From an optimization exercise on the open Yosys and OpenROAD flow, aimed at a short achievable clock period and few clock cycles; shortcuts taken in it are not production practice. The RTL was checked by simulation tests, not by an equivalence proof against the original design. Power and IR drop assume default switching activity.

==> wip/delta: inputs <==
Design cpu, start of the top module:
module cpu (
	input  logic                 clock_i,
	input  logic                 rst_i,
	input  logic [31:0]          inst_i,
	input  logic [32-1:0] load_data_i,
	output logic [32-1:0] pc_o,
	output logic [32-1:0] address_o,
	output logic [32-1:0] store_data_o,
	output logic                 mem_load_o,
	output logic                 mem_store_o
);
	logic [32-1:0] pc, pc4, npc, npc_other, if_tgt_j, if_tgt_b, pc_out, npc_out;
	logic                 if_jal, if_br, if_taken, if_keep;
	logic                 d_valid;
	logic [32-1:0] d_pc4, d_tgt_b;
	logic [31:0]          d_inst;
	logic                 d_pred, d_early;
	logic [32-1:0] d_rsel1, d_rsel2;
	logic                 if_early, if_stall, d_stall, if_rs1, if_rs2;
	cpu_pkg::ctrl_t       id_ctrl;
	logic [32-1:0] id_imm, id_imm_b, id_imm_j, id_rdata1, id_rdata2;
	logic [32-1:0] id_e1, id_e2, id_eb;
	logic [4:0]           id_rs1, id_rs2, id_rd, id_esh;
	logic                 stall;
	logic                 ex_hit1, ex_hit2, mem_hit1, mem_hit2, sd_late, id_hitb;
	logic                 id_early, id_zero, id_taken, id_mis;
	cpu_pkg::ctrl_t       e_ctrl;
	logic [32-1:0] e_a, e_b, e_sd, e_alt;
	logic [4:0]           e_rd, e_shamt;
	logic                 e_pred, e_sd_late;
	logic [32-1:0] alu_sum, alu_dif, alu_other, alu_result;
	logic                 alu_eq, alu_less, e_taken, e_mispredict;
	logic                 m_mis;
	logic [32-1:0] m_alt;
	logic [32-1:0] m_result, m_sd, m_value, m_addr;
	logic [4:0]           m_rd;
	logic                 m_we, m_load, m_store, m_ldw;
	addr_gen addr_gen_i (
		.inst_i(inst_i),
		.pc_i(pc),
		.jal_o(if_jal),
		.br_o(if_br),
		.tgt_j_o(if_tgt_j),
		.tgt_b_o(if_tgt_b)
	);
	assign pc4 = pc + 32'(4);
	always_comb begin
		if (m_mis)
			npc_other = m_alt;
		else if (id_mis)
			npc_other = d_pred ? d_pc4 : d_tgt_b;
		else if (stall)
			npc_other = pc;
		else
			npc_other = pc4;
	end
	assign if_keep = !m_mis && !id_mis && !stall;
  ...
clock: 10.0 ns
lec_check: 0
cap_margin: 20
cell_pad_in_sites_global_placement: 1
core_margin: 2
core_utilization: 40
place_density: 0.5
setup_slack_margin: 5
slew_margin: 20
synth_hierarchical: 1
synth_minimum_keep_size: 0
standard.sh (not shown) runs the stock make flow with config.mk's settings and CLKGATE_MAP_FILE= SYNTH_SCRIPT=/design/flow/synth_recipe.tcl, a recipe that flattens the netlist after the stock synthesis.
==> flow/flow/run.sh <==
#!/bin/bash
set -euo pipefail
MARGIN=$(cat flow/margin.txt)
bash standard.sh synth > synth.log 2>&1
bash standard.sh SETUP_SLACK_MARGIN=$MARGIN finish > layout.log 2>&1
==> flow/flow/margin.txt <==
7
==> wip/zinc: changes against wip/delta <==
--- a/flow/design.v
+++ b/flow/design.v
@@ -223,122 +223,116 @@
 	assign imm_b = {{(W-12){inst_i[31]}}, inst_i[7], inst_i[30:25], inst_i[11:8], 1'b0};
 	assign imm_j = {{(W-20){inst_i[31]}}, inst_i[19:12], inst_i[20], inst_i[30:21], 1'b0};
 	assign tgt_b_o = ks_add(pc_i, imm_b);
 	assign tgt_j_o = ks_add(pc_i, imm_j);
 endmodule
 module hazard (
+	input  logic       valid_i,      
 	input  logic [4:0] rs1_i,
 	input  logic [4:0] rs2_i,
+	input  logic       use_rs1_i,
+	input  logic       use_rs2_i,
+	input  logic       ex_ld_i,      
+	input  logic       store_i,      
+	input  logic       branch_i,
 	input  logic [4:0] ex_rd_i,
 	input  logic       ex_we_i,      
 	input  logic       ex_is_load_i,
 	input  logic [4:0] mem_rd_i,
 	input  logic       mem_we_i,
 	output logic       ex_hit1_o,    
 	output logic       ex_hit2_o,
 	output logic       mem_hit1_o,   
 	output logic       mem_hit2_o,
-	output logic       sd_late_o     
+	output logic       sd_late_o,    
+	output logic       ld1_o,        
+	output logic       ld2_o,
+	output logic       stall_o
 );
 	assign ex_hit1_o = ex_we_i && ex_rd_i == rs1_i;
 	assign ex_hit2_o = ex_we_i && ex_rd_i == rs2_i;
 	assign mem_hit1_o = mem_we_i && mem_rd_i == rs1_i;
 	assign mem_hit2_o = mem_we_i && mem_rd_i == rs2_i;
 	assign sd_late_o = ex_is_load_i && ex_hit2_o;
+	assign ld1_o = ex_is_load_i && ex_hit1_o && !branch_i;
+	assign ld2_o = ex_is_load_i && ex_hit2_o && !store_i && !branch_i;
+	assign stall_o = valid_i && (ex_ld_i || (ex_is_load_i && branch_i)) &&
+		((use_rs1_i && ex_hit1_o) || (use_rs2_i && ex_hit2_o));
 endmodule
 module cpu (
 	input  logic                 clock_i,
 	input  logic                 rst_i,
 	input  logic [31:0]          inst_i,
 	input  logic [32-1:0] load_data_i,
 	output logic [32-1:0] pc_o,
 	output logic [32-1:0] address_o,
 	output logic [32-1:0] store_data_o,
 	output logic                 mem_load_o,
 	output logic                 mem_store_o
 );
-	logic [32-1:0] pc, pc4, npc, npc_other, if_tgt_j, if_tgt_b, pc_out, npc_out;
+	logic [32-1:0] pc, pc4, npc, npc_other, if_tgt_j, if_tgt_b;
 	logic                 if_jal, if_br, if_taken, if_keep;
 	logic                 d_valid;
 	logic [32-1:0] d_pc4, d_tgt_b;
 	logic [31:0]          d_inst;
 	logic                 d_pred, d_early;
 	logic [32-1:0] d_rsel1, d_rsel2;
-	logic                 if_early, if_stall, d_stall, if_rs1, if_rs2;
+	logic                 if_early;
 	cpu_pkg::ctrl_t       id_ctrl;
 	logic [32-1:0] id_imm, id_imm_b, id_imm_j, id_rdata1, id_rdata2;
 	logic [32-1:0] id_e1, id_e2, id_eb;
 	logic [4:0]           id_rs1, id_rs2, id_rd, id_esh;
-	logic                 stall;
-	logic                 ex_hit1, ex_hit2, mem_hit1, mem_hit2, sd_late, id_hitb;
+	logic                 ex_hit1, ex_hit2, mem_hit1, mem_hit2, sd_late, id_hitb, ld1, ld2, stall;
 	logic                 id_early, id_zero, id_taken, id_mis;
 	cpu_pkg::ctrl_t       e_ctrl;
 	logic [32-1:0] e_a, e_b, e_sd, e_alt;
 	logic [4:0]           e_rd, e_shamt;
-	logic                 e_pred, e_sd_late;
+	logic                 e_pred, e_sd_late, e_lda, e_ldb, e_ld;
 	logic [32-1:0] alu_sum, alu_dif, alu_other, alu_result;
-	logic                 alu_eq, alu_less, e_taken, e_mispredict;
-	logic                 m_mis;
-	logic [32-1:0] m_alt;
-	logic [32-1:0] m_result, m_sd, m_value, m_addr;
+	logic [32-1:0] ld_a, ld_b, ld_sum, ld_dif, ld_other, ld_result;
+	logic [4:0]           ld_shamt;
+	logic                 alu_eq, alu_less, ld_eq, ld_less, e_taken, e_mispredict;
+	logic [32-1:0] m_result, m_sd, m_value;
 	logic [4:0]           m_rd;
-	logic                 m_we, m_load, m_store, m_ldw;
+	logic                 m_we, m_load, m_store;
 	addr_gen addr_gen_i (
 		.inst_i(inst_i),
 		.pc_i(pc),
 		.jal_o(if_jal),
 		.br_o(if_br),
 		.tgt_j_o(if_tgt_j),
 		.tgt_b_o(if_tgt_b)
 	);
 	assign pc4 = pc + 32'(4);
 	always_comb begin
-		if (m_mis)
-			npc_other = m_alt;
+		if (e_mispredict)
+			npc_other = e_alt;
 		else if (id_mis)
 			npc_other = d_pred ? d_pc4 : d_tgt_b;
 		else if (stall)
 			npc_other = pc;
 		else
 			npc_other = pc4;
 	end
-	assign if_keep = !m_mis && !id_mis && !stall;
+	assign if_keep = !e_mispredict && !id_mis && !stall;
 	assign if_taken = if_jal || if_br;
 	assign npc = ({32{if_keep && if_jal}} & if_tgt_j) |
 		({32{if_keep && if_br}} & if_tgt_b) |
 		({32{!(if_keep && if_taken)}} & npc_other);
-	always_comb begin
-		if (if_keep && if_jal)
-			npc_out = if_tgt_j;
-		else if (if_keep && if_br)
-			npc_out = if_tgt_b;
-		else
-			npc_out = npc_other;
-	end
 	always_ff @(posedge clock_i) begin
-		if (rst_i) begin
+		if (rst_i)
 			pc <= 32'h0000_0000;
-			pc_out <= 32'h0000_0000;
-		end else begin
+		else
 			pc <= npc;
-			pc_out <= npc_out;
-		end
 	end
-	assign pc_o = pc_out;
-	assign if_rs1 = inst_i[6:0] == 7'b0110011 || inst_i[6:0] == 7'b0010011 ||
-		inst_i[6:0] == 7'b0000011 || inst_i[6:0] == 7'b0100011 || inst_i[6:0] == 7'b1100011;
-	assign if_rs2 = inst_i[6:0] == 7'b0110011 || inst_i[6:0] == 7'b1100011;
-	assign if_stall = d_valid && id_ctrl.is_load && id_ctrl.reg_write &&
-		((if_rs1 && inst_i[19:15] == id_rd) || (if_rs2 && inst_i[24:20] == id_rd));
-	assign stall = d_valid && d_stall;
+	assign pc_o = pc;
 	always_ff @(posedge clock_i) begin
 		d_early <= !stall ? if_early : 1'b0;  
-		d_stall <= !stall && if_stall;        
 	end
 	always_ff @(posedge clock_i) begin
-		if (rst_i || m_mis || id_mis)
+		if (rst_i || e_mispredict || id_mis)
 			d_valid <= 1'b0;
 		else if (!stall)
 			d_valid <= 1'b1;
 	end
 	always_ff @(posedge clock_i) begin
 		if (!stall) begin
@@ -369,24 +363,33 @@
 		.rsel1_i(d_rsel1),
 		.rsel2_i(d_rsel2),
 		.rdata1_o(id_rdata1),
 		.rdata2_o(id_rdata2)
 	);
 	hazard hazard_i (
+		.valid_i(d_valid),
 		.rs1_i(id_rs1),
 		.rs2_i(id_rs2),
+		.use_rs1_i(id_ctrl.use_rs1),
+		.use_rs2_i(id_ctrl.use_rs2),
+		.ex_ld_i(e_ld),
+		.store_i(id_ctrl.is_store),
+		.branch_i(id_ctrl.is_branch),
 		.ex_rd_i(e_rd),
 		.ex_we_i(e_ctrl.reg_write),
 		.ex_is_load_i(e_ctrl.is_load),
 		.mem_rd_i(m_rd),
 		.mem_we_i(m_we),
 		.ex_hit1_o(ex_hit1),
 		.ex_hit2_o(ex_hit2),
 		.mem_hit1_o(mem_hit1),
 		.mem_hit2_o(mem_hit2),
-		.sd_late_o(sd_late)
+		.sd_late_o(sd_late),
+		.ld1_o(ld1),
+		.ld2_o(ld2),
+		.stall_o(stall)
 	);
 	function automatic logic [32-1:0] fwd(input logic hit,
 			input logic [32-1:0] early);
 		logic s_sum, s_dif, s_slt, s_oth;
 		s_sum = hit && e_ctrl.alu.add;
 		s_dif = hit && e_ctrl.alu.sub;
@@ -402,29 +405,33 @@
 	assign id_e2 = mem_hit2 ? m_value : id_rdata2;
 	assign id_eb = id_ctrl.is_jump ? d_pc4 : id_ctrl.b_imm ? id_imm : id_e2;
 	assign id_esh = id_ctrl.b_imm ? id_imm[4:0] : id_e2[4:0];
 	assign id_hitb = ex_hit2 && !id_ctrl.b_imm;
 	assign if_early = inst_i[6:0] == 7'b1100011 && inst_i[14:13] == 2'b00 &&
 		inst_i[24:20] == 5'd0 && inst_i[19:15] == id_rd && d_valid &&
-		id_ctrl.reg_write && id_ctrl.alu.add && !id_ctrl.is_load;
+		id_ctrl.reg_write && id_ctrl.alu.add && !id_ctrl.is_load &&
+		!(ld1 || (ld2 && !id_ctrl.b_imm));
 	assign id_early = d_valid && d_early;
 	assign id_zero = (e_a ^ e_b) == {e_a[32-2:0] | e_b[32-2:0], 1'b0};
 	assign id_taken = id_zero ^ id_ctrl.branch_ne;
 	assign id_mis = id_early && (id_taken != d_pred);
 	always_ff @(posedge clock_i) begin
-		if (rst_i || m_mis || stall || !d_valid)
+		if (rst_i || e_mispredict || stall || !d_valid)
 			e_ctrl <= '0;  
 		else
 			e_ctrl <= id_ctrl;
 	end
 	always_ff @(posedge clock_i) begin
 		e_a <= fwd(ex_hit1, id_e1);
 		e_b <= fwd(id_hitb, id_eb);
 		e_shamt <= fwd(id_hitb, {27'b0, id_esh});  
 		e_sd <= fwd(ex_hit2, id_e2);
 		e_sd_late <= sd_late;
+		e_lda <= ld1;
+		e_ldb <= ld2 && !id_ctrl.b_imm;
+		e_ld <= ld1 || (ld2 && !id_ctrl.b_imm);
 		e_rd <= id_rd;
 		e_pred <= id_early ? id_taken : d_pred;
 		e_alt <= (id_early ? id_taken : d_pred) ? d_pc4 : d_tgt_b;
 	end
 	alu alu_i (
 		.sel_i(e_ctrl.alu),
@@ -434,43 +441,51 @@
 		.sum_o(alu_sum),
 		.dif_o(alu_dif),
 		.other_o(alu_other),
 		.less_o(alu_less),
 		.eq_o(alu_eq)
 	);
-	assign alu_result = ({32{e_ctrl.alu.add}} & alu_sum) |
+	assign ld_a = e_lda ? load_data_i : e_a;
+	assign ld_b = e_ldb ? load_data_i : e_b;
+	assign ld_shamt = e_ldb ? load_data_i[4:0] : e_shamt;
+	alu alu_ld_i (
+		.sel_i(e_ctrl.alu),
+		.a_i(ld_a),
+		.b_i(ld_b),
+		.shamt_i(ld_shamt),
+		.sum_o(ld_sum),
+		.dif_o(ld_dif),
+		.other_o(ld_other),
+		.less_o(ld_less),
+		.eq_o(ld_eq)
+	);
+	assign ld_result = ({32{e_ctrl.alu.add}} & ld_sum) |
+		({32{e_ctrl.alu.sub}} & ld_dif) |
+		{{(32-1){1'b0}}, e_ctrl.alu.slt && ld_less} | ld_other;
+	assign alu_result = e_ld ? ld_result :
+		({32{e_ctrl.alu.add}} & alu_sum) |
 		({32{e_ctrl.alu.sub}} & alu_dif) |
 		{{(32-1){1'b0}}, e_ctrl.alu.slt && alu_less} | alu_other;
 	assign e_taken = e_ctrl.is_branch && (alu_eq ^ e_ctrl.branch_ne);
-	assign e_mispredict = e_ctrl.is_branch && (e_taken ^ e_pred) && !m_mis;
-	always_ff @(posedge clock_i) begin
-		if (rst_i)
-			m_mis <= 1'b0;
-		else
-			m_mis <= e_mispredict;
-		m_alt <= e_alt;
-	end
+	assign e_mispredict = e_ctrl.is_branch && (e_taken ^ e_pred);
 	always_ff @(posedge clock_i) begin
 		if (rst_i) begin
 			m_we <= 1'b0;
 			m_load <= 1'b0;
-			m_ldw <= 1'b0;
 			m_store <= 1'b0;
 		end else begin
-			m_we <= e_ctrl.reg_write && !m_mis;
-			m_load <= e_ctrl.is_load && !m_mis;
-			m_ldw <= e_ctrl.is_load && e_ctrl.reg_write && !m_mis;  
-			m_store <= e_ctrl.is_store && !m_mis;
+			m_we <= e_ctrl.reg_write;
+			m_load <= e_ctrl.is_load;
+			m_store <= e_ctrl.is_store;
 		end
 	end
 	always_ff @(posedge clock_i) begin
 		m_result <= alu_result;
-		m_addr <= alu_sum;  
 		m_sd <= e_sd_late ? load_data_i : e_sd;
 		m_rd <= e_rd;
 	end
-	assign address_o = m_addr;
+	assign address_o = m_result;
 	assign store_data_o = m_sd;
 	assign mem_load_o = m_load;
 	assign mem_store_o = m_store;
-	assign m_value = m_ldw ? load_data_i : m_result;
+	assign m_value = m_load ? load_data_i : m_result;
 endmodule
CELL_PAD_IN_SITES_DETAIL_PLACEMENT = 1   (was not set)
CELL_PAD_IN_SITES_GLOBAL_PLACEMENT = 2   (was 1)
CORE_UTILIZATION = 30   (was 40)
PLACE_DENSITY = 0.45   (was 0.5)
==> wip/harbor: changes against wip/delta <==
--- a/flow/design.v
+++ b/flow/design.v
@@ -223,50 +223,57 @@
 	assign imm_b = {{(W-12){inst_i[31]}}, inst_i[7], inst_i[30:25], inst_i[11:8], 1'b0};
 	assign imm_j = {{(W-20){inst_i[31]}}, inst_i[19:12], inst_i[20], inst_i[30:21], 1'b0};
 	assign tgt_b_o = ks_add(pc_i, imm_b);
 	assign tgt_j_o = ks_add(pc_i, imm_j);
 endmodule
 module hazard (
+	input  logic       valid_i,      
 	input  logic [4:0] rs1_i,
 	input  logic [4:0] rs2_i,
+	input  logic       use_rs1_i,
+	input  logic       use_rs2_i,
+	input  logic       store_i,      
 	input  logic [4:0] ex_rd_i,
 	input  logic       ex_we_i,      
 	input  logic       ex_is_load_i,
 	input  logic [4:0] mem_rd_i,
 	input  logic       mem_we_i,
 	output logic       ex_hit1_o,    
 	output logic       ex_hit2_o,
 	output logic       mem_hit1_o,   
 	output logic       mem_hit2_o,
-	output logic       sd_late_o     
+	output logic       sd_late_o,    
+	output logic       stall_o
 );
 	assign ex_hit1_o = ex_we_i && ex_rd_i == rs1_i;
 	assign ex_hit2_o = ex_we_i && ex_rd_i == rs2_i;
 	assign mem_hit1_o = mem_we_i && mem_rd_i == rs1_i;
 	assign mem_hit2_o = mem_we_i && mem_rd_i == rs2_i;
 	assign sd_late_o = ex_is_load_i && ex_hit2_o;
+	assign stall_o = valid_i && ex_is_load_i &&
+		((use_rs1_i && ex_hit1_o) || (use_rs2_i && !store_i && ex_hit2_o));
 endmodule
 module cpu (
 	input  logic                 clock_i,
 	input  logic                 rst_i,
 	input  logic [31:0]          inst_i,
 	input  logic [32-1:0] load_data_i,
 	output logic [32-1:0] pc_o,
 	output logic [32-1:0] address_o,
 	output logic [32-1:0] store_data_o,
 	output logic                 mem_load_o,
 	output logic                 mem_store_o
 );
-	logic [32-1:0] pc, pc4, npc, npc_other, if_tgt_j, if_tgt_b, pc_out, npc_out;
+	logic [32-1:0] pc, pc4, npc, npc_other, if_tgt_j, if_tgt_b;
 	logic                 if_jal, if_br, if_taken, if_keep;
 	logic                 d_valid;
 	logic [32-1:0] d_pc4, d_tgt_b;
 	logic [31:0]          d_inst;
 	logic                 d_pred, d_early;
 	logic [32-1:0] d_rsel1, d_rsel2;
-	logic                 if_early, if_stall, d_stall, if_rs1, if_rs2;
+	logic                 if_early;
 	cpu_pkg::ctrl_t       id_ctrl;
 	logic [32-1:0] id_imm, id_imm_b, id_imm_j, id_rdata1, id_rdata2;
 	logic [32-1:0] id_e1, id_e2, id_eb;
 	logic [4:0]           id_rs1, id_rs2, id_rd, id_esh;
 	logic                 stall;
 	logic                 ex_hit1, ex_hit2, mem_hit1, mem_hit2, sd_late, id_hitb;
@@ -274,71 +281,51 @@
 	cpu_pkg::ctrl_t       e_ctrl;
 	logic [32-1:0] e_a, e_b, e_sd, e_alt;
 	logic [4:0]           e_rd, e_shamt;
 	logic                 e_pred, e_sd_late;
 	logic [32-1:0] alu_sum, alu_dif, alu_other, alu_result;
 	logic                 alu_eq, alu_less, e_taken, e_mispredict;
-	logic                 m_mis;
-	logic [32-1:0] m_alt;
-	logic [32-1:0] m_result, m_sd, m_value, m_addr;
+	logic [32-1:0] m_result, m_sd, m_value;
 	logic [4:0]           m_rd;
-	logic                 m_we, m_load, m_store, m_ldw;
+	logic                 m_we, m_load, m_store;
 	addr_gen addr_gen_i (
 		.inst_i(inst_i),
 		.pc_i(pc),
 		.jal_o(if_jal),
 		.br_o(if_br),
 		.tgt_j_o(if_tgt_j),
 		.tgt_b_o(if_tgt_b)
 	);
 	assign pc4 = pc + 32'(4);
 	always_comb begin
-		if (m_mis)
-			npc_other = m_alt;
+		if (e_mispredict)
+			npc_other = e_alt;
 		else if (id_mis)
 			npc_other = d_pred ? d_pc4 : d_tgt_b;
 		else if (stall)
 			npc_other = pc;
 		else
 			npc_other = pc4;
 	end
-	assign if_keep = !m_mis && !id_mis && !stall;
+	assign if_keep = !e_mispredict && !id_mis && !stall;
 	assign if_taken = if_jal || if_br;
 	assign npc = ({32{if_keep && if_jal}} & if_tgt_j) |
 		({32{if_keep && if_br}} & if_tgt_b) |
 		({32{!(if_keep && if_taken)}} & npc_other);
-	always_comb begin
-		if (if_keep && if_jal)
-			npc_out = if_tgt_j;
-		else if (if_keep && if_br)
-			npc_out = if_tgt_b;
-		else
-			npc_out = npc_other;
-	end
 	always_ff @(posedge clock_i) begin
-		if (rst_i) begin
+		if (rst_i)
 			pc <= 32'h0000_0000;
-			pc_out <= 32'h0000_0000;
-		end else begin
+		else
 			pc <= npc;
-			pc_out <= npc_out;
-		end
 	end
-	assign pc_o = pc_out;
-	assign if_rs1 = inst_i[6:0] == 7'b0110011 || inst_i[6:0] == 7'b0010011 ||
-		inst_i[6:0] == 7'b0000011 || inst_i[6:0] == 7'b0100011 || inst_i[6:0] == 7'b1100011;
-	assign if_rs2 = inst_i[6:0] == 7'b0110011 || inst_i[6:0] == 7'b1100011;
-	assign if_stall = d_valid && id_ctrl.is_load && id_ctrl.reg_write &&
-		((if_rs1 && inst_i[19:15] == id_rd) || (if_rs2 && inst_i[24:20] == id_rd));
-	assign stall = d_valid && d_stall;
+	assign pc_o = pc;
 	always_ff @(posedge clock_i) begin
 		d_early <= !stall ? if_early : 1'b0;  
-		d_stall <= !stall && if_stall;        
 	end
 	always_ff @(posedge clock_i) begin
-		if (rst_i || m_mis || id_mis)
+		if (rst_i || e_mispredict || id_mis)
 			d_valid <= 1'b0;
 		else if (!stall)
 			d_valid <= 1'b1;
 	end
 	always_ff @(posedge clock_i) begin
 		if (!stall) begin
@@ -369,24 +356,29 @@
 		.rsel1_i(d_rsel1),
 		.rsel2_i(d_rsel2),
 		.rdata1_o(id_rdata1),
 		.rdata2_o(id_rdata2)
 	);
 	hazard hazard_i (
+		.valid_i(d_valid),
 		.rs1_i(id_rs1),
 		.rs2_i(id_rs2),
+		.use_rs1_i(id_ctrl.use_rs1),
+		.use_rs2_i(id_ctrl.use_rs2),
+		.store_i(id_ctrl.is_store),
 		.ex_rd_i(e_rd),
 		.ex_we_i(e_ctrl.reg_write),
 		.ex_is_load_i(e_ctrl.is_load),
 		.mem_rd_i(m_rd),
 		.mem_we_i(m_we),
 		.ex_hit1_o(ex_hit1),
 		.ex_hit2_o(ex_hit2),
 		.mem_hit1_o(mem_hit1),
 		.mem_hit2_o(mem_hit2),
-		.sd_late_o(sd_late)
+		.sd_late_o(sd_late),
+		.stall_o(stall)
 	);
 	function automatic logic [32-1:0] fwd(input logic hit,
 			input logic [32-1:0] early);
 		logic s_sum, s_dif, s_slt, s_oth;
 		s_sum = hit && e_ctrl.alu.add;
 		s_dif = hit && e_ctrl.alu.sub;
@@ -408,13 +400,13 @@
 		id_ctrl.reg_write && id_ctrl.alu.add && !id_ctrl.is_load;
 	assign id_early = d_valid && d_early;
 	assign id_zero = (e_a ^ e_b) == {e_a[32-2:0] | e_b[32-2:0], 1'b0};
 	assign id_taken = id_zero ^ id_ctrl.branch_ne;
 	assign id_mis = id_early && (id_taken != d_pred);
 	always_ff @(posedge clock_i) begin
-		if (rst_i || m_mis || stall || !d_valid)
+		if (rst_i || e_mispredict || stall || !d_valid)
 			e_ctrl <= '0;  
 		else
 			e_ctrl <= id_ctrl;
 	end
 	always_ff @(posedge clock_i) begin
 		e_a <= fwd(ex_hit1, id_e1);
@@ -438,39 +430,29 @@
 		.eq_o(alu_eq)
 	);
 	assign alu_result = ({32{e_ctrl.alu.add}} & alu_sum) |
 		({32{e_ctrl.alu.sub}} & alu_dif) |
 		{{(32-1){1'b0}}, e_ctrl.alu.slt && alu_less} | alu_other;
 	assign e_taken = e_ctrl.is_branch && (alu_eq ^ e_ctrl.branch_ne);
-	assign e_mispredict = e_ctrl.is_branch && (e_taken ^ e_pred) && !m_mis;
-	always_ff @(posedge clock_i) begin
-		if (rst_i)
-			m_mis <= 1'b0;
-		else
-			m_mis <= e_mispredict;
-		m_alt <= e_alt;
-	end
+	assign e_mispredict = e_ctrl.is_branch && (e_taken ^ e_pred);
 	always_ff @(posedge clock_i) begin
 		if (rst_i) begin
 			m_we <= 1'b0;
 			m_load <= 1'b0;
-			m_ldw <= 1'b0;
 			m_store <= 1'b0;
 		end else begin
-			m_we <= e_ctrl.reg_write && !m_mis;
-			m_load <= e_ctrl.is_load && !m_mis;
-			m_ldw <= e_ctrl.is_load && e_ctrl.reg_write && !m_mis;  
-			m_store <= e_ctrl.is_store && !m_mis;
+			m_we <= e_ctrl.reg_write;
+			m_load <= e_ctrl.is_load;
+			m_store <= e_ctrl.is_store;
 		end
 	end
 	always_ff @(posedge clock_i) begin
 		m_result <= alu_result;
-		m_addr <= alu_sum;  
 		m_sd <= e_sd_late ? load_data_i : e_sd;
 		m_rd <= e_rd;
 	end
-	assign address_o = m_addr;
+	assign address_o = m_result;
 	assign store_data_o = m_sd;
 	assign mem_load_o = m_load;
 	assign mem_store_o = m_store;
-	assign m_value = m_ldw ? load_data_i : m_result;
+	assign m_value = m_load ? load_data_i : m_result;
 endmodule
CELL_PAD_IN_SITES_DETAIL_PLACEMENT = 1   (was not set)
CELL_PAD_IN_SITES_GLOBAL_PLACEMENT = 2   (was 1)
CORE_UTILIZATION = 30   (was 40)
PLACE_DENSITY = 0.45   (was 0.5)
==> summary of the runs <==
- Die area: wip/delta is smaller than wip/harbor (22%).
- The lowest non-clock buffer count belongs to wip/delta, the highest to wip/zinc.
- The lowest power belongs to wip/harbor, the highest to wip/zinc.
- The highest first-iteration DRC count belongs to wip/delta, the lowest to wip/harbor.
- Clock skew: wip/delta < wip/harbor < wip/zinc.
- The lowest cell area belongs to wip/delta, the highest to wip/zinc.
Testbench counts of wip/delta, summed over its fixed seeds: cycles 18,272.
Testbench counts of wip/zinc, summed over its fixed seeds: cycles 18,100.
Testbench counts of wip/harbor, summed over its fixed seeds: cycles 18,225.

==> static timing again, ports no longer ideal <==
The results above use ideal ports. As a check the final layouts listed here were re-extracted and re-timed, cells and wires unchanged.
Step 1 assumes that a clkbuf_16 drives the clock port and a buf_2 every other input.
Step 2 also shifts input and output timing later by t, the mid clock arrival at the registers, as if the neighbouring blocks saw the same clock.
a / b / c = ideal / step 1 / step 2; a / b = the first two.
run	shift t [ns]	setup WS [ns]	worst setup path at the end	worst data-port slew with drivers (ns)
wip/delta	0.951	6.348 / 6.343 / 5.392	input to register	0.37
wip/zinc	0.963	6.015 / 6.040 / 5.078	input to register	0.51
wip/harbor	0.937	5.889 / 5.889 / 5.369	input to register	0.19
After both steps every run listed still meets setup and hold. For wip/delta, which loses most, drivers alone change the setup slack by -0.005 ns; drivers and shift together by -0.956 ns.
